Source: an optimization exercise on an open RTL-to-GDS flow (aim: a short achievable clock period and few clock cycles per item). Production flows keep margins and buffers that such runs may drop. The RTL was checked by simulation tests, not by an equivalence proof against the original design. Power is estimated from default activity; no workload was simulated.

==> design.v <==
package ecgr_pkg;
  localparam int SAMPLE_W    = 12;
  localparam int ALPHA_W     = 11;
  localparam int THRESH_W    = 12;
  localparam int REFR_W      = 16;
  localparam int NUMER_W     = 16;
  localparam int RATE_W      = 8;
  localparam int CFG_INDEX_W = 3;
  localparam int CFG_DATA_W  = 16;
  localparam logic [ALPHA_W-1:0]  ALPHA_RESET     = 11'd410;
  localparam logic [THRESH_W-1:0] THRESH_RESET    = 12'd2300;
  localparam logic [REFR_W-1:0]   REFR_RESET      = 16'd40;
  localparam logic [NUMER_W-1:0]  NUMER_RESET     = 16'd12000;
  localparam logic [RATE_W-1:0]   RATE_MIN_RESET  = 8'd30;
  localparam logic [RATE_W-1:0]   RATE_MAX_RESET  = 8'd220;
endpackage
module ecgr_div (
  input  logic [15:0] rem_in,
  input  logic [15:0] divisor,
  input  logic        dvd_bit,
  output logic [15:0] rem_out,
  output logic        q_bit
);
  logic [16:0] r2;
  logic [9:0]  lo;       
  logic [8:0]  hi0;      
  logic [8:0]  hi1;      
  logic        neg;
  assign r2  = {rem_in, dvd_bit};
  assign lo  = {1'b0, r2[8:0]} - {1'b0, divisor[8:0]};
  assign hi0 = {1'b0, r2[16:9]} - {2'b0, divisor[15:9]};
  assign hi1 = {1'b0, r2[16:9]} + {2'b11, ~divisor[15:9]};
  assign neg = lo[9] ? hi1[8] : hi0[8];
  always_comb begin
    q_bit = !neg;
    if (neg) begin
      rem_out = r2[15:0];
    end else begin
      rem_out = {(lo[9] ? hi1[6:0] : hi0[6:0]), lo[8:0]};
    end
  end
endmodule
module ecgr_seq
#(
  parameter int W     = 22,
  parameter int DEPTH = 32
) (
  input  logic         clk,
  input  logic         rst,
  input  logic         in_valid,
  input  logic [W-1:0] in_data,
  input  logic         out_stall,
  output logic         out_valid,
  output logic [W-1:0] out_data
);
  localparam int CW = $clog2(DEPTH + 1);
  logic [W-1:0]  ent [1:DEPTH-1];    
  logic [W-1:0]  hd_n;               
  logic [CW-1:0] count;              
  logic          deliver;
  logic [W-1:0]  head_next;
  logic [CW-1:0] count_n;
  assign deliver = out_valid && !out_stall;
  assign count_n = count + CW'(in_valid) - CW'(deliver);
  always_comb begin
    if (deliver) begin
      head_next = (count == CW'(1)) ? in_data : ent[1];
    end else begin
      head_next = (count == '0) ? in_data : ~hd_n;
    end
  end
  always_ff @(posedge clk) begin
    out_data <= head_next;
    hd_n     <= ~head_next;
    for (int i = 1; i < DEPTH; i++) begin
      if (deliver) begin
        if (in_valid && count == CW'(i + 1)) begin
          ent[i] <= in_data;
        end else if (i + 1 < DEPTH) begin
          ent[i] <= ent[i + 1];
        end
      end else if (in_valid && count == CW'(i)) begin
        ent[i] <= in_data;
      end
    end
  end
  always_ff @(posedge clk) begin
    if (rst) begin
      count     <= '0;
      out_valid <= 1'b0;
    end else begin
      count     <= count_n;
      out_valid <= (count_n != '0);
    end
  end
endmodule
module ecgr_datapath (
  input  logic        clk,
  input  logic        rst,
  input  logic [10:0] cfg_alpha,
  input  logic [11:0] cfg_thresh,
  input  logic [15:0] cfg_refr,
  input  logic [15:0] cfg_numer,
  input  logic [7:0]  cfg_rate_min,
  input  logic [7:0]  cfg_rate_max,
  input  logic        in_valid,
  input  logic [11:0] in_x,
  output logic        out_valid,
  output logic [21:0] out_data
);
  localparam int NDIV = 8;    
  function automatic void csa33(input logic [32:0] x, input logic [32:0] y, input logic [32:0] z,
                                output logic [32:0] sum, output logic [32:0] cry);
    sum = x ^ y ^ z;
    cry = ((x & y) | (x & z) | (y & z)) << 1;
  endfunction
  function automatic void csa22(input logic [21:0] x, input logic [21:0] y, input logic [21:0] z,
                                output logic [21:0] sum, output logic [21:0] cry);
    sum = x ^ y ^ z;
    cry = ((x & y) | (x & z) | (y & z)) << 1;
  endfunction
  logic [10:0] a_c;
  logic [10:0] b_c;
  logic [5:0]  ath_one, ath_two, ath_neg;
  logic [5:0]  bth_one, bth_two, bth_neg;
  logic [21:0] ka;
  logic [32:0] kb;
  function automatic logic [17:0] booth(input logic [10:0] v);
    logic [12:0] vx;
    logic [17:0] r;
    vx = {1'b0, v, 1'b0};
    for (int i = 0; i < 6; i++) begin
      r[i]      = vx[2*i+1] ^ vx[2*i];
      r[6 + i]  = (vx[2*i+2] & !vx[2*i+1] & !vx[2*i]) | (!vx[2*i+2] & vx[2*i+1] & vx[2*i]);
      r[12 + i] = vx[2*i+2] & !(vx[2*i+1] & vx[2*i]);
    end
    booth = r;
  endfunction
  always_ff @(posedge clk) begin
    logic [10:0] a;
    logic [17:0] ea, eb;
    logic [21:0] k1;
    logic [32:0] k2;
    a  = (cfg_alpha > 11'd1024) ? 11'd1024 : cfg_alpha;
    ea = booth(a);
    eb = booth(11'd1024 - a);
    k1 = '0;
    k2 = '0;
    for (int i = 0; i < 6; i++) begin
      if (ea[12 + i]) k1 = k1 + (22'd1 << (2*i));
      if (eb[12 + i]) k2 = k2 + (33'd1 << (2*i));
    end
    a_c     <= a;
    b_c     <= 11'd1024 - a;
    ath_one <= ea[5:0];
    ath_two <= ea[11:6];
    ath_neg <= ea[17:12];
    bth_one <= eb[5:0];
    bth_two <= eb[11:6];
    bth_neg <= eb[17:12];
    ka      <= k1;
    kb      <= k2;
  end
  logic [32:0] kbv [4];
  logic [32:0] kb_d;
  logic [32:0] kv [8];
  always_ff @(posedge clk) begin
    for (int i = 0; i < 4; i++) begin
      kbv[i] <= (i[0] ? 33'(b_c) : 33'd0) + (i[1] ? (33'(b_c) << 5) : 33'd0);
    end
    kb_d <= kb;
    for (int i = 0; i < 8; i++) begin
      kv[i] <= kb_d + kbv[i % 4] + (i[2] ? (33'(b_c) << 10) : 33'd0);
    end
  end
  logic        vm;
  logic [21:0] mr1, mr2;
  always_ff @(posedge clk) begin
    logic [21:0] rows [6];
    logic [21:0] t [4];
    logic [12:0] f;
    logic [21:0] o1, o2;
    for (int i = 0; i < 6; i++) begin
      f = ({13{ath_one[i]}} & {1'b0, in_x}) | ({13{ath_two[i]}} & {in_x, 1'b0});
      rows[i] = (ath_neg[i] ? ~{9'd0, f} : {9'd0, f}) << (2*i);
    end
    csa22(rows[0], rows[1], rows[2], t[0], t[1]);
    csa22(rows[3], rows[4], rows[5], t[2], t[3]);
    csa22(t[0], t[1], t[2], rows[0], rows[1]);
    csa22(rows[0], rows[1], t[3], o1, o2);
    mr1 <= o1;
    mr2 <= o2;
    if (rst) vm <= 1'b0;
    else     vm <= in_valid;
  end
  logic        vm2;
  logic [21:0] xa;
  always_ff @(posedge clk) begin
    xa <= mr1 + mr2 + ka;
    if (rst) vm2 <= 1'b0;
    else     vm2 <= vm;
  end
  logic        vx1;
  logic [12:0] xlo [8];    
  logic [10:0] xhi_a;
  logic [10:0] xhi_b [8];
  logic [9:0]  xk [8];
  logic [10:0] b_x1;
  logic [5:0]  one_x1, two_x1, neg_x1;
  always_ff @(posedge clk) begin
    if (vm2 && !rst) begin
      for (int i = 0; i < 8; i++) begin
        xlo[i]   <= {1'b0, xa[11:0]} + {1'b0, kv[i][21:10]};
        xhi_b[i] <= kv[i][32:22];
        xk[i]    <= kv[i][9:0];
      end
      xhi_a  <= {1'b0, xa[21:12]};
      b_x1   <= b_c;
      one_x1 <= bth_one;
      two_x1 <= bth_two;
      neg_x1 <= bth_neg;
    end else begin
      for (int i = 0; i < 8; i++) begin
        logic [32:0] v;
        v = (i[0] ? 33'd1024 : 33'd0) + (i[1] ? (33'd1024 << 5) : 33'd0) +
            (i[2] ? (33'd1024 << 10) : 33'd0);
        xlo[i]   <= {1'b0, v[21:10]};
        xhi_b[i] <= v[32:22];
        xk[i]    <= v[9:0];
      end
      xhi_a  <= '0;
      b_x1   <= 11'd1024;
      one_x1 <= 6'b100000;
      two_x1 <= '0;
      neg_x1 <= '0;
    end
    if (rst) vx1 <= 1'b0;
    else     vx1 <= vm2;
  end
  logic        vx;
  logic [32:0] xav [8];
  logic [10:0] b_x;
  logic [5:0]  one_x, two_x, neg_x;
  always_ff @(posedge clk) begin
    if (rst) begin
      for (int i = 0; i < 8; i++) xav[i] <= 33'd2048 << 20;
      b_x   <= 11'd0;
      one_x <= '0;
      two_x <= '0;
      neg_x <= '0;
      vx    <= 1'b0;
    end else begin
      for (int i = 0; i < 8; i++) begin
        xav[i] <= {xhi_a + xhi_b[i] + 11'(xlo[i][12]), xlo[i][11:0], xk[i]};
      end
      b_x   <= b_x1;
      one_x <= one_x1;
      two_x <= two_x1;
      neg_x <= neg_x1;
      vx    <= vx1;
    end
  end
  logic        vl;
  logic [22:0] ls;
  logic        c0, c5, c10, c15, c19;
  logic        c0n, c5n, c10n;    
  logic [32:0] r1, r2;
  logic [10:0] blk0;
  logic [5:0]  blk1, blk2, blk3;
  logic [4:0]  blk4;
  logic [3:0]  blk5;
  always_comb begin
    logic [32:0] rows [9];
    logic [32:0] t [6];
    logic [32:0] ext;
    logic [32:0] f;
    ext = {{10{ls[22]}}, ls};
    for (int i = 0; i < 6; i++) begin
      f = ({33{one_x[i]}} & ext) | ({33{two_x[i]}} & {ext[31:0], 1'b0});
      f = f ^ {33{neg_x[i]}};
      rows[i] = f << (2*i);
    end
    rows[6] = c15 ? (33'(b_x) << 15) : 33'd0;
    rows[7] = c19 ? (33'(b_x) << 19) : 33'd0;
    rows[8][16:0]  = xav[{c10, c5, c0}][16:0];
    rows[8][32:17] = xav[~{c10n, c5n, c0n}][32:17];
    csa33(rows[0], rows[1], rows[2], t[0], t[1]);
    csa33(rows[3], rows[4], rows[5], t[2], t[3]);
    csa33(rows[6], rows[7], rows[8], t[4], t[5]);
    csa33(t[0], t[1], t[2], rows[0], rows[1]);
    csa33(t[3], t[4], t[5], rows[2], rows[3]);
    csa33(rows[0], rows[1], rows[2], t[0], t[1]);
    csa33(t[0], t[1], rows[3], r1, r2);
    blk0 = {1'b0, r1[9:0]}  + {1'b0, r2[9:0]};
    blk1 = {1'b0, r1[14:10]} + {1'b0, r2[14:10]};
    blk2 = {1'b0, r1[19:15]} + {1'b0, r2[19:15]};
    blk3 = {1'b0, r1[24:20]} + {1'b0, r2[24:20]};
    blk4 = {1'b0, r1[28:25]} + {1'b0, r2[28:25]};
    blk5 = r1[32:29] + r2[32:29];
  end
  always_ff @(posedge clk) begin
    if (rst) vl <= 1'b0;
    else     vl <= vx;
    ls  <= {blk5, blk4[3:0], blk3[4:0], blk2[4:0], blk1[4:0]};
    c0  <= blk0[10];
    c5  <= blk1[5];
    c10 <= blk2[5];
    c15 <= blk3[5];
    c19 <= blk4[4];
    c0n  <= !blk0[10];
    c5n  <= !blk1[5];
    c10n <= !blk2[5];
  end
  logic        vr;
  logic [21:0] s;
  always_ff @(posedge clk) begin
    if (rst) begin
      vr <= 1'b0;
      s  <= 22'd2048 << 10;
    end else begin
      vr <= vl;
      s  <= ls[21:0] + {2'd0, c19, 3'd0, c15, 4'd0, c10, 4'd0, c5, 4'd0, c0};
    end
  end
  logic        vp1;
  logic [11:0] filt_p1;
  logic [21:0] p1, p2;
  logic [5:0]  part_p1;    
  logic        thr_hi_p1, thr_eq_p1, thr_lo_p1;
  always_ff @(posedge clk) begin
    if (rst) begin
      vp1 <= 1'b0;
      p1  <= 22'd2048 << 10;
      p2  <= 22'd2048 << 10;
    end else begin
      vp1 <= vr;
      if (vr) begin
        p1 <= s;
        p2 <= p1;
      end
    end
    filt_p1    <= s[21:10];
    part_p1[0] <= p1[10:0] > p2[10:0];
    part_p1[1] <= p1[21:11] == p2[21:11];
    part_p1[2] <= p1[21:11] > p2[21:11];
    part_p1[3] <= p1[10:0] > s[10:0];
    part_p1[4] <= p1[21:11] == s[21:11];
    part_p1[5] <= p1[21:11] > s[21:11];
    thr_lo_p1  <= p1[9:0] != 10'd0;
    thr_eq_p1  <= p1[21:10] == cfg_thresh;
    thr_hi_p1  <= p1[21:10] > cfg_thresh;
  end
  logic        vp1b;
  logic [11:0] filt_p1b;
  logic        cmp_p1;
  always_ff @(posedge clk) begin
    if (rst) vp1b <= 1'b0;
    else     vp1b <= vp1;
    filt_p1b <= filt_p1;
    cmp_p1   <= (part_p1[2] || (part_p1[1] && part_p1[0])) &&
                (part_p1[5] || (part_p1[4] && part_p1[3])) &&
                (thr_hi_p1 || (thr_eq_p1 && thr_lo_p1));
  end
  logic        vp2;
  logic [11:0] filt_p2;
  logic        peak_p2;
  logic        rate_p2;
  logic        big_p2;
  logic [15:0] dvs_p2;
  logic [31:0] dst;
  logic        gt;
  logic        seen;
  logic        is_peak;
  logic [31:0] dst1, dst2;
  assign is_peak = cmp_p1 && gt;
  assign dst1    = dst + 32'd1;
  assign dst2    = dst + 32'd2;
  always_ff @(posedge clk) begin
    if (rst) begin
      vp2  <= 1'b0;
      dst  <= '0;
      gt   <= 1'b0;
      seen <= 1'b0;
    end else begin
      vp2 <= vp1b;
      if (vp1b) begin
        dst  <= is_peak ? 32'd1 : dst1;
        gt   <= is_peak ? (cfg_refr < 16'd2) : (dst2 > 32'(cfg_refr));
        seen <= seen | is_peak;
      end else begin
        gt   <= dst1 > 32'(cfg_refr);
      end
    end
    filt_p2 <= filt_p1b;
    peak_p2 <= is_peak;
    rate_p2 <= is_peak && seen && (dst != 32'd0);
    big_p2  <= (dst[31:16] != 16'd0);
    dvs_p2  <= dst[15:0];
  end
  logic        dv   [NDIV+1];
  logic [11:0] dfilt[NDIV+1];
  logic        dpeak[NDIV+1];
  logic        drate[NDIV+1];
  logic        dbig [NDIV+1];
  logic        dovf [NDIV+1];
  logic [15:0] ddvs [NDIV+1];
  logic [15:0] drem [NDIV+1];
  logic [7:0]  dq   [NDIV+1];
  always_ff @(posedge clk) begin
    if (rst) dv[0] <= 1'b0;
    else     dv[0] <= vp2;
    dfilt[0] <= filt_p2;
    dpeak[0] <= peak_p2;
    drate[0] <= rate_p2;
    dbig[0]  <= big_p2;
    dovf[0]  <= (dvs_p2[15:8] == 8'd0) && (cfg_numer[15:8] >= dvs_p2[7:0]);
    ddvs[0]  <= dvs_p2;
    drem[0]  <= {8'd0, cfg_numer[15:8]};
    dq[0]    <= '0;
  end
  for (genvar g = 0; g < NDIV; g++) begin : g_div
    logic [15:0] rem_n;
    logic        qb;
    ecgr_div u_step (
      .rem_in  (drem[g]),
      .divisor (ddvs[g]),
      .dvd_bit (cfg_numer[7-g]),
      .rem_out (rem_n),
      .q_bit   (qb)
    );
    always_ff @(posedge clk) begin
      if (rst) dv[g+1] <= 1'b0;
      else     dv[g+1] <= dv[g];
      dfilt[g+1] <= dfilt[g];
      dpeak[g+1] <= dpeak[g];
      drate[g+1] <= drate[g];
      dbig[g+1]  <= dbig[g];
      dovf[g+1]  <= dovf[g];
      ddvs[g+1]  <= ddvs[g];
      drem[g+1]  <= rem_n;
      dq[g+1]    <= {dq[g][6:0], qb};
    end
  end
  logic        vg;
  logic [11:0] filtg;
  logic        peakg;
  logic        updg;
  logic [7:0]  bpmg;
  always_ff @(posedge clk) begin
    logic [7:0] q;
    q = dbig[NDIV] ? 8'd0 : dq[NDIV];
    if (rst) vg <= 1'b0;
    else     vg <= dv[NDIV];
    filtg <= dfilt[NDIV];
    peakg <= dpeak[NDIV];
    updg  <= drate[NDIV] && (dbig[NDIV] || !dovf[NDIV]) && (q >= cfg_rate_min) &&
             (q <= cfg_rate_max);
    bpmg  <= q;
  end
  logic        vh;
  logic [11:0] filth;
  logic        peakh;
  logic        updh;
  logic [9:0]  sumh;
  logic [2:0]  fillh;
  logic [3:0][7:0] hist;
  logic [1:0]  ptr;
  logic [2:0]  fill;
  logic [9:0]  sum;
  logic [9:0]  sum_n;
  logic [2:0]  fill_n;
  assign sum_n  = sum - 10'(hist[ptr]) + 10'(bpmg);
  assign fill_n = (fill == 3'd4) ? 3'd4 : fill + 1'b1;
  always_ff @(posedge clk) begin
    if (rst) begin
      vh   <= 1'b0;
      for (int i = 0; i < 4; i++) hist[i] <= '0;
      ptr  <= '0;
      fill <= '0;
      sum  <= '0;
    end else begin
      vh <= vg;
      if (vg && updg) begin
        hist[ptr] <= bpmg;
        ptr       <= ptr + 1'b1;
        fill      <= fill_n;
        sum       <= sum_n;
      end
    end
    filth <= filtg;
    peakh <= peakg;
    updh  <= updg;
    sumh  <= sum_n;
    fillh <= fill_n;
  end
  logic        va1;
  logic [11:0] filta1;
  logic        peaka1;
  logic        upda1;
  logic [2:0]  filla1;
  logic [9:0]  suma1;
  logic [6:0]  ua1;
  logic [8:0]  ha1;
  always_ff @(posedge clk) begin
    if (rst) va1 <= 1'b0;
    else     va1 <= vh;
    filta1 <= filth;
    peaka1 <= peakh;
    upda1  <= updh;
    filla1 <= fillh;
    suma1  <= sumh;
    ua1    <= {1'b0, sumh[9:5], 1'b0} + {2'b0, sumh[4:0]};
    ha1    <= {sumh[9:5], 3'b0} + {3'b0, sumh[9:5], 1'b0};
  end
  logic        va;
  logic [11:0] filta;
  logic        peaka;
  logic        upda;
  logic [7:0]  avga;
  always_ff @(posedge clk) begin
    logic [8:0] third;
    third = ha1 + 9'(ua1 / 7'd3);
    if (rst) va <= 1'b0;
    else     va <= va1;
    filta <= filta1;
    peaka <= peaka1;
    upda  <= upda1;
    unique case (filla1)
      3'd1:    avga <= suma1[7:0];
      3'd2:    avga <= suma1[8:1];
      3'd3:    avga <= third[7:0];
      default: avga <= suma1[9:2];
    endcase
  end
  logic [7:0] held;
  always_ff @(posedge clk) begin
    if (rst) begin
      held      <= '0;
      out_valid <= 1'b0;
    end else begin
      out_valid <= va;
      if (va && upda) held <= avga;
    end
    out_data <= {filta, peaka, upda, (upda ? avga : held)};
  end
endmodule
module ecg_r_peak_heart_rate
#(
  parameter int AVG_DEPTH   = 4,
  parameter int FRAC_BITS   = 10,
  parameter int COUNT_WIDTH = 32
) (
  input  logic                   clk,
  input  logic                   rst,
  input  logic                   sample_valid,
  output logic                   sample_stall,
  input  logic [ecgr_pkg::SAMPLE_W-1:0]    adc_sample,
  output logic                   result_valid,
  input  logic                   result_stall,
  output logic [ecgr_pkg::SAMPLE_W-1:0]    filtered_sample,
  output logic                   peak_flag,
  output logic                   rate_updated,
  output logic [ecgr_pkg::RATE_W-1:0]      heart_rate,
  input  logic                   cfg_valid,
  output logic                   cfg_ready,
  input  logic [ecgr_pkg::CFG_INDEX_W-1:0] cfg_index,
  input  logic [ecgr_pkg::CFG_DATA_W-1:0]  cfg_data
);
  localparam int QDEPTH = 32;
  logic [10:0] cfg_alpha;
  logic [11:0] cfg_thresh;
  logic [15:0] cfg_refr;
  logic [15:0] cfg_numer;
  logic [7:0]  cfg_rate_min;
  logic [7:0]  cfg_rate_max;
  assign cfg_ready = 1'b1;
  always_ff @(posedge clk) begin
    if (rst) begin
      cfg_alpha    <= ecgr_pkg::ALPHA_RESET;
      cfg_thresh   <= ecgr_pkg::THRESH_RESET;
      cfg_refr     <= ecgr_pkg::REFR_RESET;
      cfg_numer    <= ecgr_pkg::NUMER_RESET;
      cfg_rate_min <= ecgr_pkg::RATE_MIN_RESET;
      cfg_rate_max <= ecgr_pkg::RATE_MAX_RESET;
    end else if (cfg_valid) begin
      case (cfg_index)
        3'd0: cfg_alpha    <= cfg_data[10:0];
        3'd1: cfg_thresh   <= cfg_data[11:0];
        3'd2: cfg_refr     <= cfg_data[15:0];
        3'd3: cfg_numer    <= cfg_data[15:0];
        3'd4: cfg_rate_min <= cfg_data[7:0];
        3'd5: cfg_rate_max <= cfg_data[7:0];
        default: begin
        end
      endcase
    end
  end
  logic        v0;
  logic [11:0] x0;
  logic        dlv;
  logic [5:0]  pending;    
  always_ff @(posedge clk) begin
    x0 <= adc_sample;
    if (rst) begin
      v0           <= 1'b0;
      dlv          <= 1'b0;
      pending      <= '0;
      sample_stall <= 1'b1;
    end else begin
      v0           <= sample_valid && !sample_stall;
      dlv          <= result_valid && !result_stall;
      pending      <= pending + 6'(v0) - 6'(dlv);
      sample_stall <= (7'(pending) + 7'(v0) + 7'd2) > 7'(QDEPTH);
    end
  end
  logic        rst_d;
  logic        dp_valid;
  logic [21:0] dp_data;
  logic [21:0] q_data;
  always_ff @(posedge clk) begin
    rst_d <= rst;
  end
  ecgr_datapath u_datapath (
    .clk         (clk),
    .rst         (rst_d),
    .cfg_alpha   (cfg_alpha),
    .cfg_thresh  (cfg_thresh),
    .cfg_refr    (cfg_refr),
    .cfg_numer   (cfg_numer),
    .cfg_rate_min(cfg_rate_min),
    .cfg_rate_max(cfg_rate_max),
    .in_valid    (v0),
    .in_x        (x0),
    .out_valid   (dp_valid),
    .out_data    (dp_data)
  );
  ecgr_seq #(.W(22), .DEPTH(QDEPTH)) u_queue (
    .clk      (clk),
    .rst      (rst),
    .in_valid (dp_valid && !rst_d),
    .in_data  (dp_data),
    .out_stall(result_stall),
    .out_valid(result_valid),
    .out_data (q_data)
  );
  assign filtered_sample = q_data[21:10];
  assign peak_flag       = q_data[9];
  assign rate_updated    = q_data[8];
  assign heart_rate      = q_data[7:0];
endmodule
==> flow/run.sh <==
#!/bin/bash
# Layout flow: the standard synthesis and ORFS steps, with two changes:
#  - the full- and half-adder cells are added to the don't-use list, so adders and the
#    filter loop's carry-save tree are mapped to ordinary gates that ABC can restructure
#    and the resizer can size (the adder cells are slow and are never resized);
#  - a larger setup repair margin, so that repair_timing keeps improving paths well below
#    the 10 ns constraint.
# The SDC (clock period, I/O delays, loads) is the design's, unchanged.
set -euo pipefail
MARGIN=${MARGIN:-6.5}
PLAT_DU=$(sed -n '/^export DONT_USE_CELLS += /,/^$/p' "$FLOW_HOME/platforms/sky130hd/config.mk" \
  | sed 's/export DONT_USE_CELLS += //; s/\\//g' | tr -s ' \n' ' ')
DU="$PLAT_DU sky130_fd_sc_hd__fa_1 sky130_fd_sc_hd__fa_2 sky130_fd_sc_hd__fa_4 sky130_fd_sc_hd__ha_1 sky130_fd_sc_hd__ha_2 sky130_fd_sc_hd__ha_4"
echo "DONT_USE_CELLS=$DU" > run_dont_use.txt
bash standard.sh "DONT_USE_CELLS=$DU" synth > run_synth.log 2>&1
bash standard.sh "DONT_USE_CELLS=$DU" SETUP_SLACK_MARGIN=$MARGIN finish > run_layout.log 2>&1
==> standard.sh <==
#!/bin/bash
# synth_recipe.tcl (not shown) runs the flow's synth.tcl, then flattens the netlist and writes it again
# the make line also repeats each setting of config.mk as NAME=value (left out here)
make -C /OpenROAD-flow-scripts/flow DESIGN_CONFIG=/design/flow/config.mk WORK_HOME=/design/flow/orfs CLKGATE_MAP_FILE= SYNTH_SCRIPT=/design/flow/synth_recipe.tcl "${@:-finish}"
==> config.mk <==
export PLATFORM = sky130hd
export DESIGN_NAME = ecg_r_peak_heart_rate
export DESIGN_NICKNAME = ecg_r_peak_heart_rate
export VERILOG_FILES = /design/flow/design.v
export SDC_FILE = /design/flow/constraint.sdc
export NUM_CORES = 4
export LEC_CHECK = 0
export ABC_AREA = 1
export CAP_MARGIN = 20
export CORE_MARGIN = 2
export CORE_UTILIZATION = 50
export SLEW_MARGIN = 20
==> constraint.sdc <==
create_clock -name core_clock -period 10.0 [get_ports {clk}]
set_input_delay 2.0000 -clock core_clock [delete_from_list [all_inputs] [get_ports {clk}]]
set_output_delay 2.0000 -clock core_clock [all_outputs]
set_load 0.01 [all_outputs]
==> flow_summary.yaml, run 1 <==
clocking:
  cts_buffers: 230
  cts_tree: "built"
  worstSkewPairLatency_ns: 0.88
  clock-sinks: 2264
  root_buffer: "clkbuf_16"
  clk_path_buf_depth: 3
  cts-htree-levels: 4
  cts.clk_slew.worst_paths_ns: 0.06
power_and_ir_drop:
  power_frac_seq_pct: 43.6
  switching_share_pct: 31.3
  cellPowerDensity_mw_per_mm2: 238
  irDropWorstVdd_mv: 0.190
  p_int_mw: 18.6
  power.switching_mw: 8.44
  power.share.clock_pct: 33.4
  pwr-share-comb_pct: 23.0
  totalPowerFinal_mw: 27.0
  leakage_nw: 52.0
place:
  hpwl_um: 192000
  place_ws_ns: 4.53
  dp.cells: 16895
  port_buffers: 59
  gp_congestion: 0.901
worst_hold_path:
  min-delay-start: "u_datapath.dfilt[4][11]"
  hold_class: "flop to flop"
  hold_depth: 0
  min_to: "u_datapath.dfilt[5][11]"
timing:
  fin_ws_ns: 6.57
  setup_violations: 0
  worstMarginPinSlew_ns: 1.05
  finalHoldViolations: 0
  tns_ns: 0
  skew_ns: 0.0627
  period_needed_ns: 3.43
  rsz0062_at_grt: "true"
  period_share_pct: 34.3
  max_freq_mhz: 291
  slew_viol_final: 0
  max_slew_margin_pct: 29.7
floorplan:
  row_count: 165
  die_w_um: 455
  pin_count: 61
  dieArea_mm2: 0.207
  dieHeight_um: 455
  core_region_area_mm2: 0.202
  start_util_pct: 50.4
yosys:
  synth_flop_cell: "dfxtp_1"
  synth_cells: 14685
  yosysWarnings: 43
  async_flop_share_pct: 0
  synth_area_mm2: 0.102
  avgSynthCellArea_um2: 6.94
  synth.distinct_cells: 82
  ys_seq_area_share_pct: 44.9
  synth-edff-count: 44
  ys_ff_latch: 2264
setup_path:
  path_class: "input port to flop"
  reg2reg_slack_ns: 6.72
  cp-start-kind: "input port"
  cp.arrival_ns: 4.11
  r2r_end: "u_datapath.kv[7][20]"
  end_kind: "flop"
  crit_fanout: 12
  required_ns: 10.67
  reg2reg_depth: 22
  r2r_start: "u_datapath.kbv[3][1]"
detailed_routing:
  vias: 89664
  routed_wl_um: 278000
  wl_met2_um: 127000
  drtPass1Iterations: 6
  drc_errors: 0
  drtIter0Drc: 6779
  wl_met1_um: 129000
  routed_via_density: 5.16
  wl_per_cell_um: 16.0
  routed-wl-met3_um: 13900
  ant_nets: 0
  highest_layer: "met5"
outcome:
  status: "timing/DRC/antenna clean"
final_layout:
  final_util_pct: 56.0
  nNetsFinal: 14549
  multi_input_area_mm2: 0.0477
  register_area_mm2: 0.0458
  areaGrowthSynthToFinish_pct: 11.2
  fillCellCount: 19354
  fin_cells: 17386
  drive_above_1_share_pct: 6.31
grt:
  grt_pass1_wl_um: 437000
  overflow: 0
  grt_pass1_vias: 83173
  grt_max_degree: 263
  grt_use_total_pct: 25.7
  antenna_found_initial: 9
job:
  maxCapViolations: 0
## metal layers
| metal | GRT usage, % | vias to the layer above |
|---|---|---|
| met5 | 0 | - |
| met4 | 8.14 | 4 |
| met3 | 3.00 | 477 |
| met2 | 43.0 | 2108 |
| met1 | 34.7 | 41031 |
| li1 | - | 46044 |
## synth_stat cells (100+ instances only)
library cell	n	area (µm²)
or2_2	113	707
nand3_1	658	3290
nor2_1	1701	6380
o22ai_1	119	744
xnor2_1	118	1030
inv_1	1583	5940
mux2i_1	100	1000
clkbuf_1	461	1730
o21ai_0	1324	6630
nand2_1	4194	15700
xor2_1	377	3300
dfxtp_1	2220	44400
a21oi_1	821	4110
## flip-flops by register name, summed over array words and instances, names as in the netlist, 23 cells and up
name,cells
u_datapath.ddvs,128
u_datapath.dfilt,108
u_datapath.dq,36
u_datapath.drem,120
u_datapath.dst,32
u_datapath.hist,32
u_datapath.kbv,23
u_datapath.kv,78
u_datapath.ls,23
u_datapath.xav,208
u_datapath.xk,25
u_datapath.xlo,103
u_queue.ent,682
## what timing repair did
| item | CTS | global route |
|---|---|---|
| setup endpoints to repair | 545 | 208 |
| gates cloned | 12 | 8 |
| hold buffers | 0 | 0 |
| setup buffers | 4 | 30 |
| gates resized for setup | 112 | 119 |
| pin swaps | 1 | 5 |
## through the flow
stage / area, µm² / hold WS [ns]
floorplan: 102000 / 0.310
global placement: 104000 / 0.310
detailed placement: 104000 / 0.312
CTS: 113000 / 0.281
global route: 113000 / 0.306
finish: 113000 / 0.300
## power groups by stage
stage | Sequential, mW | Combinational (mW) | Clock [mW]
after global placement | 11.9 | 5.96 | 0
after CTS | 11.8 | 6.17 | 9.22
after detailed placement | 12.0 | 6.12 | 0
after global routing | 11.9 | 7.18 | 9.58
final | 11.8 | 6.20 | 9.03
after floorplan | 11.6 | 4.87 | 0
## worst max-delay path by stage
| stage | start | to | slack [ns] | depth (start not counted) |
|---|---|---|---|---|
| after CTS | cfg_valid | cfg_refr[12] | 6.46 | 8 |
| after detailed placement | result_stall | u_queue.ent[1][14] | 4.53 | 6 |
| after global routing | u_datapath.one_x[0] | u_datapath.c19 | 6.45 | 25 |
| after global placement | result_stall | u_queue.ent[1][1] | 4.55 | 6 |
| final | cfg_valid | cfg_numer[9] | 6.57 | 8 |
| after floorplan | result_stall | u_queue.out_valid | 6.50 | 11 |
## critical path: stages
cell,delay (ns)
clkdlybuf4s50_1,0.48
inv_1,0.04
nor2_1,0.39
nand2_1,0.26
nor2_4,0.35
clkinvlp_4,0.38
nand2_1,0.13
nand3_1,0.07
## final cells by class
class | instances | area share (%)
Sequential cell | 2264 | 40.4
Inverter | 1637 | 5.53
Clock buffer | 328 | 6.07
Antenna cell | 3 | 0.00663
Timing Repair inverter | 13 | 0.108
Tap cell | 2672 | 2.95
Timing Repair Buffer | 195 | 1.68
Multi-Input combinational cell | 10172 | 42.1
Clock inverter | 102 | 1.14
## placed cells by master, fill, tap and decap left out, types with 32 or more instances in the layout
cell type and instances:
a21oi_1 819, a31oi_1 35, buf_4 110, clkbuf_1 34, clkbuf_16 243, clkbuf_8 55, clkdlybuf4s50_1 35, clkinv_2 51
dfxtp_1 2189, edfxtp_1 44, inv_1 1571, mux2i_1 100, nand2_1 4172, nand2_2 54, nand3_1 655, nand4_1 80
nor2_1 1688, nor2_2 32, nor3_1 93, nor4_1 37, o21ai_0 1322, o22ai_1 118, or2_2 113, xnor2_1 118
xor2_1 376
## cells by family (layout without fill, tap and decap cells)
logic type	count (synthesis)	count (layout)	share of synthesized area, %
AO/OA/AOI/OAI	2528	2529	13.2
flip-flops	2264	2264	44.9
other	2	13	0.00737
AND/OR/NAND/NOR	7029	7029	27.9
multiplexers	105	105	1.04
adder cells (fa/ha/maj)	3	3	0.0295
XOR/XNOR	496	496	4.27
buffers and inverters	2258	2275	8.61
Testbench counts, summed over its fixed seeds: cycles 69,482, items 68,482.
==> run 2: changes to the inputs <==
--- a/flow/run.sh
+++ b/flow/run.sh
@@ -7,7 +7,7 @@
 #    the 10 ns constraint.
 # The SDC (clock period, I/O delays, loads) is the design's, unchanged.
 set -euo pipefail
-MARGIN=${MARGIN:-6.5}
+MARGIN=${MARGIN:-7.5}
 PLAT_DU=$(sed -n '/^export DONT_USE_CELLS += /,/^$/p' "$FLOW_HOME/platforms/sky130hd/config.mk" \
   | sed 's/export DONT_USE_CELLS += //; s/\\//g' | tr -s ' \n' ' ')
 DU="$PLAT_DU sky130_fd_sc_hd__fa_1 sky130_fd_sc_hd__fa_2 sky130_fd_sc_hd__fa_4 sky130_fd_sc_hd__ha_1 sky130_fd_sc_hd__ha_2 sky130_fd_sc_hd__ha_4"
--- a/config.mk
+++ b/config.mk
@@ -8,5 +8,5 @@
 export ABC_AREA = 1
 export CAP_MARGIN = 20
 export CORE_MARGIN = 2
-export CORE_UTILIZATION = 50
+export CORE_UTILIZATION = 70
 export SLEW_MARGIN = 20
==> run 2 against run 1 <==
- the run now fails in global routing
- area after synthesis unchanged
- synthesized cell count unchanged
==> flow_summary.yaml, run 2 <==
clocking:
  clock-sinks: 2264
  cts_buffers: 215
  cts-htree-levels: 4
  clk_path_buf_depth: 3
  root_buffer: "clkbuf_16"
  hold_buffers: 0
place:
  placed_cell_area_mm2: 0.103
  place_ws_ns: 4.38
  gp_congestion: 0.936
  port_buffers: 59
  hpwl_um: 189000
yosys:
  avgSynthCellArea_um2: 6.94
  yosys.area.top_type: "dfxtp_1"
  synth_flop_cell: "dfxtp_1"
  synth.top_cells.by_count: "4194 x nand2_1, 2220 x dfxtp_1, 1701 x nor2_1"
  yosysTopAreaCellShare_pct: 43.6
  synth_cells: 14685
  yosysWarnings: 43
  synth.distinct_cells: 82
  ys_seq_area_share_pct: 44.9
  synth.most_common_cell: "nand2_1"
  synth-edff-count: 44
  ys_ff_latch: 2264
  synth_area_mm2: 0.102
  async_flop_share_pct: 0
  synthTopCellsByArea: "dfxtp_1 44%, nand2_1 15%, o21ai_0 6.5%, nor2_1 6.3%, inv_1 5.8%"
outcome:
  status: "did not finish"
  haltStage: "global routing"
  firstError: "[ERROR GRT-0232] Routing congestion too high. Check the congestion heatmap in the GUI."
floorplan:
  row_count: 140
  die_w_um: 386
  pin_count: 61
  dieHeight_um: 386
  start_util_pct: 70.3
grt:
  overflow: 1040
  grt_use_total_pct: 79.7
  grt_max_degree: 110
timing:
  worstEndpointGrtRepair: "result_valid"
  worst-ep-kind: "top-level output"
run 2: cells by family after synthesis:
group	share of synthesized area, %
compound gates	13.2
simple gates	27.9
fa+ha+maj	0.0295
mux	1.04
buf+inv	8.61
xor+xnor	4.27
other cells	0.00737
flops	44.9
run 2: power groups by stage:
stage	logic, mW	clock network, mW	registers [mW]
floorplan	4.93	0	11.6
global placement	5.84	0	11.9
detailed placement	6.16	0	12.0
CTS	7.19	8.70	11.8
run 2: per-layer routing:
| layer | global-route usage, % | overflow |
|---|---|---|
| met5 | 39.9 | 6 |
| met4 | 79.6 | 353 |
| met3 | 65.9 | 41 |
| met2 | 96.0 | 585 |
| met1 | 78.2 | 55 |
run 2: how the worst max path moves through the flow:
stage / startpoint / end / slack [ns] / cells after the start
floorplan: result_stall / u_queue.ent[1][0] / 6.52 / 7
global placement: result_stall / u_queue.ent[15][5] / 4.53 / 7
detailed placement: result_stall / u_queue.ent[17][4] / 4.38 / 7
CTS: u_queue.out_valid / result_valid / 6.59 / 1
run 2: through the flow:
stage               util [%]  cells
CTS                     84.2  17221
detailed placement      71.2  16132
global placement        71.2  16132
floorplan                  -  14693
run 2: repair_timing:
| action | in CTS |
|---|---|
| gates resized for setup | 1673 |
| setup buffers | 623 |
| endpoints found under the setup margin | 1340 |
| pin swaps | 427 |
| cloned | 57 |
==> run 3: changes to the inputs <==
--- a/flow/run.sh
+++ b/flow/run.sh
@@ -7,7 +7,7 @@
 #    the 10 ns constraint.
 # The SDC (clock period, I/O delays, loads) is the design's, unchanged.
 set -euo pipefail
-MARGIN=${MARGIN:-7.5}
+MARGIN=${MARGIN:-7}
 PLAT_DU=$(sed -n '/^export DONT_USE_CELLS += /,/^$/p' "$FLOW_HOME/platforms/sky130hd/config.mk" \
   | sed 's/export DONT_USE_CELLS += //; s/\\//g' | tr -s ' \n' ' ')
 DU="$PLAT_DU sky130_fd_sc_hd__fa_1 sky130_fd_sc_hd__fa_2 sky130_fd_sc_hd__fa_4 sky130_fd_sc_hd__ha_1 sky130_fd_sc_hd__ha_2 sky130_fd_sc_hd__ha_4"
--- a/config.mk
+++ b/config.mk
@@ -8,5 +8,5 @@
 export ABC_AREA = 1
 export CAP_MARGIN = 20
 export CORE_MARGIN = 2
-export CORE_UTILIZATION = 70
+export CORE_UTILIZATION = 60
 export SLEW_MARGIN = 20
==> run 3 against run 2 <==
- the run now finishes clean
- synthesized cell count unchanged
- area after synthesis unchanged
==> flow_summary.yaml, run 3 <==
power_and_ir_drop:
  cellPowerDensity_mw_per_mm2: 231
  irDropWorstVdd_mv: 0.200
  leakage_nw: 54.3
  totalPowerFinal_mw: 27.4
final_layout:
  nNetsFinal: 14811
  multi_input_area_mm2: 0.0505
  drive_above_1_share_pct: 12.3
  final_util_pct: 70.1
  design_area_mm2: 0.119
  largestRegisters: "u_queue.ent x682, u_datapath.xav x208, u_datapath.ddvs x128"
  layout_common_cells: "3905 x nand2_1, 2117 x dfxtp_1, 1630 x nor2_1"
  top_register: "u_queue.ent"
  largest_reg_flops: 682
  final_common_cell: "nand2_1"
  areaGrowthSynthToFinish_pct: 16.3
  fin_cells: 17189
  fillCellCount: 14014
  register_area_mm2: 0.0460
yosys:
  yosysTopAreaCellShare_pct: 43.6
  avgSynthCellArea_um2: 6.94
  synth.top_cells.by_count: "4194 x nand2_1, 2220 x dfxtp_1, 1701 x nor2_1"
  synth.distinct_cells: 82
  synth_area_mm2: 0.102
  synth.most_common_cell: "nand2_1"
  async_flop_share_pct: 0
  ys_seq_area_share_pct: 44.9
  yosysWarnings: 43
  synth_cells: 14685
  yosys.area.top_type: "dfxtp_1"
  synth_flop_cell: "dfxtp_1"
  ys_ff_latch: 2264
  synthTopCellsByArea: "dfxtp_1 44%, nand2_1 15%, o21ai_0 6.5%, nor2_1 6.3%, inv_1 5.8%"
  synth-edff-count: 44
job:
  maxCapViolations: 0
timing:
  finalHoldViolations: 0
  skew_ns: 0.0424
  fin_ws_ns: 6.63
  max_freq_mhz: 297
  period_share_pct: 33.7
  tns_ns: 0
  setup_violations: 0
  slew_viol_final: 0
  worstMarginPinSlew_ns: 0.992
  holdWs_ns: 0.314
  period_needed_ns: 3.37
  rsz0062_at_grt: "true"
  max_slew_margin_pct: 33.5
detailed_routing:
  drtIter0Drc: 8426
  wl_per_cell_um: 17.1
  drc_errors: 0
  ant_nets: 0
  routed_wl_um: 294000
  routed_via_density: 5.47
  vias: 94048
  drtPass1Iterations: 7
setup_path:
  required_ns: 8.00
  critPathTopFamily: "flip-flops"
  critPathSlowestCell: "dfxtp_4"
  crit_fanout: 2
  path_class: "flop to output pin"
  cp.arrival_ns: 1.37
  crit_buf_inv: 1
  cpPeakStageDelay_ns: 0.39
  worstPathCellList: "buf_6"
  cp-start-kind: "flop"
  end_kind: "output pin"
clocking:
  cts_tree: "built"
  root_buffer: "clkbuf_16"
  clk_path_buf_depth: 3
  worstSkewPairLatency_ns: 0.86
  cts.clk_slew.worst_paths_ns: 0.06
  hold_buffers: 0
  cts-htree-levels: 4
  cts_buffers: 220
  clock-sinks: 2264
grt:
  grt_use_total_pct: 31.7
  grt_max_degree: 132
  grt_pass1_vias: 85403
  overflow: 0
  grt_pass1_wl_um: 446000
  antenna_found_initial: 10
place:
  placed_cell_area_mm2: 0.104
  hpwl_um: 192000
  dp.cells: 16438
  place_ws_ns: 4.49
  gp_congestion: 0.956
  port_buffers: 59
floorplan:
  dieHeight_um: 416
  core_region_area_mm2: 0.169
  start_util_pct: 60.3
  row_count: 151
  pin_count: 61
  die_w_um: 416
  dieArea_mm2: 0.173
outcome:
  status: "timing/DRC/antenna clean"
worst_hold_path:
  hold_class: "flop to flop"
## run 3: repair_timing
action | CTS | global route
setup endpoints to repair | 882 | 308
resized for setup | 390 | 879
gates cloned | 22 | 19
pin swaps | 24 | 222
setup buffers | 78 | 214
## run 3: cell type report
class                      count  share of cell area (%)
inverter                    1637                    5.41
antenna                        4                 0.00844
sequential                  2264                    38.8
tap                         2218                    2.34
clock inverter               103                    1.29
clock buffer                 311                    5.47
timing repair inverter        19                   0.141
timing repair buffer         461                    3.94
multi-input combinational  10172                    42.6
## run 3: cell families (layout without fill, tap and decap cells)
group | after synthesis | count (layout) | share of synthesized area (%)
AO/OA/AOI/OAI | 2528 | 2528 | 13.2
XOR/XNOR | 496 | 496 | 4.27
adder cells (fa/ha/maj) | 3 | 3 | 0.0295
buffers and inverters | 2258 | 2531 | 8.61
flip-flops | 2264 | 2264 | 44.9
multiplexers | 105 | 105 | 1.04
other | 2 | 14 | 0.00737
AND/OR/NAND/NOR | 7029 | 7030 | 27.9
## run 3: report_power, final
part,total [mW],internal (mW),switching [mW]
logic,6.64,2.49,4.15
registers,11.8,10.9,0.877
clock network,8.96,5.30,3.66
## run 3: layer usage
layer	global-route usage, %	wire length, µm
met4	11.8	11100
met5	0	27
met1	42.5	126000
met2	52.0	133000
met3	4.46	23200
## run 3: final timing paths
path / from / endpoint / slack, ns / cells after the start
max: u_queue.out_valid / result_valid / 6.63 / 1
min reg2reg: u_datapath.dq[7][2] / u_datapath.dq[8][3] / 0.31 / 0
min: u_datapath.dq[7][2] / u_datapath.dq[8][3] / 0.31 / 0
max reg2reg: u_datapath.c0n / u_datapath.ls[18] / 6.84 / 27

-- separate check: timing with driven ports --
The results above use ideal ports. As a check the final layouts listed here were re-extracted and re-timed, cells and wires unchanged.
Step 1, drivers: a clkbuf_16 drives clk and a buf_2 each remaining input, both assumed.
Step 2 also shifts input and output timing later by t, the mid clock arrival at the registers, as if the neighbouring blocks saw the same clock.
Three values: ideal, step 1, step 2; two values: the first two.
run	t, ns	setup WS [ns]	slew at the worst register clock pin (ns)	worst slew at a driven data input, ns
run 1	0.938	6.565 / 6.484 / 5.693	0.07 / 0.07	0.12
run 3	0.935	6.632 / 6.548 / 6.152	0.07 / 0.07	0.11
After both steps every run listed still meets setup and hold. For run 1, which loses most, drivers alone change the setup slack by -0.081 ns; drivers and shift together by -0.872 ns.
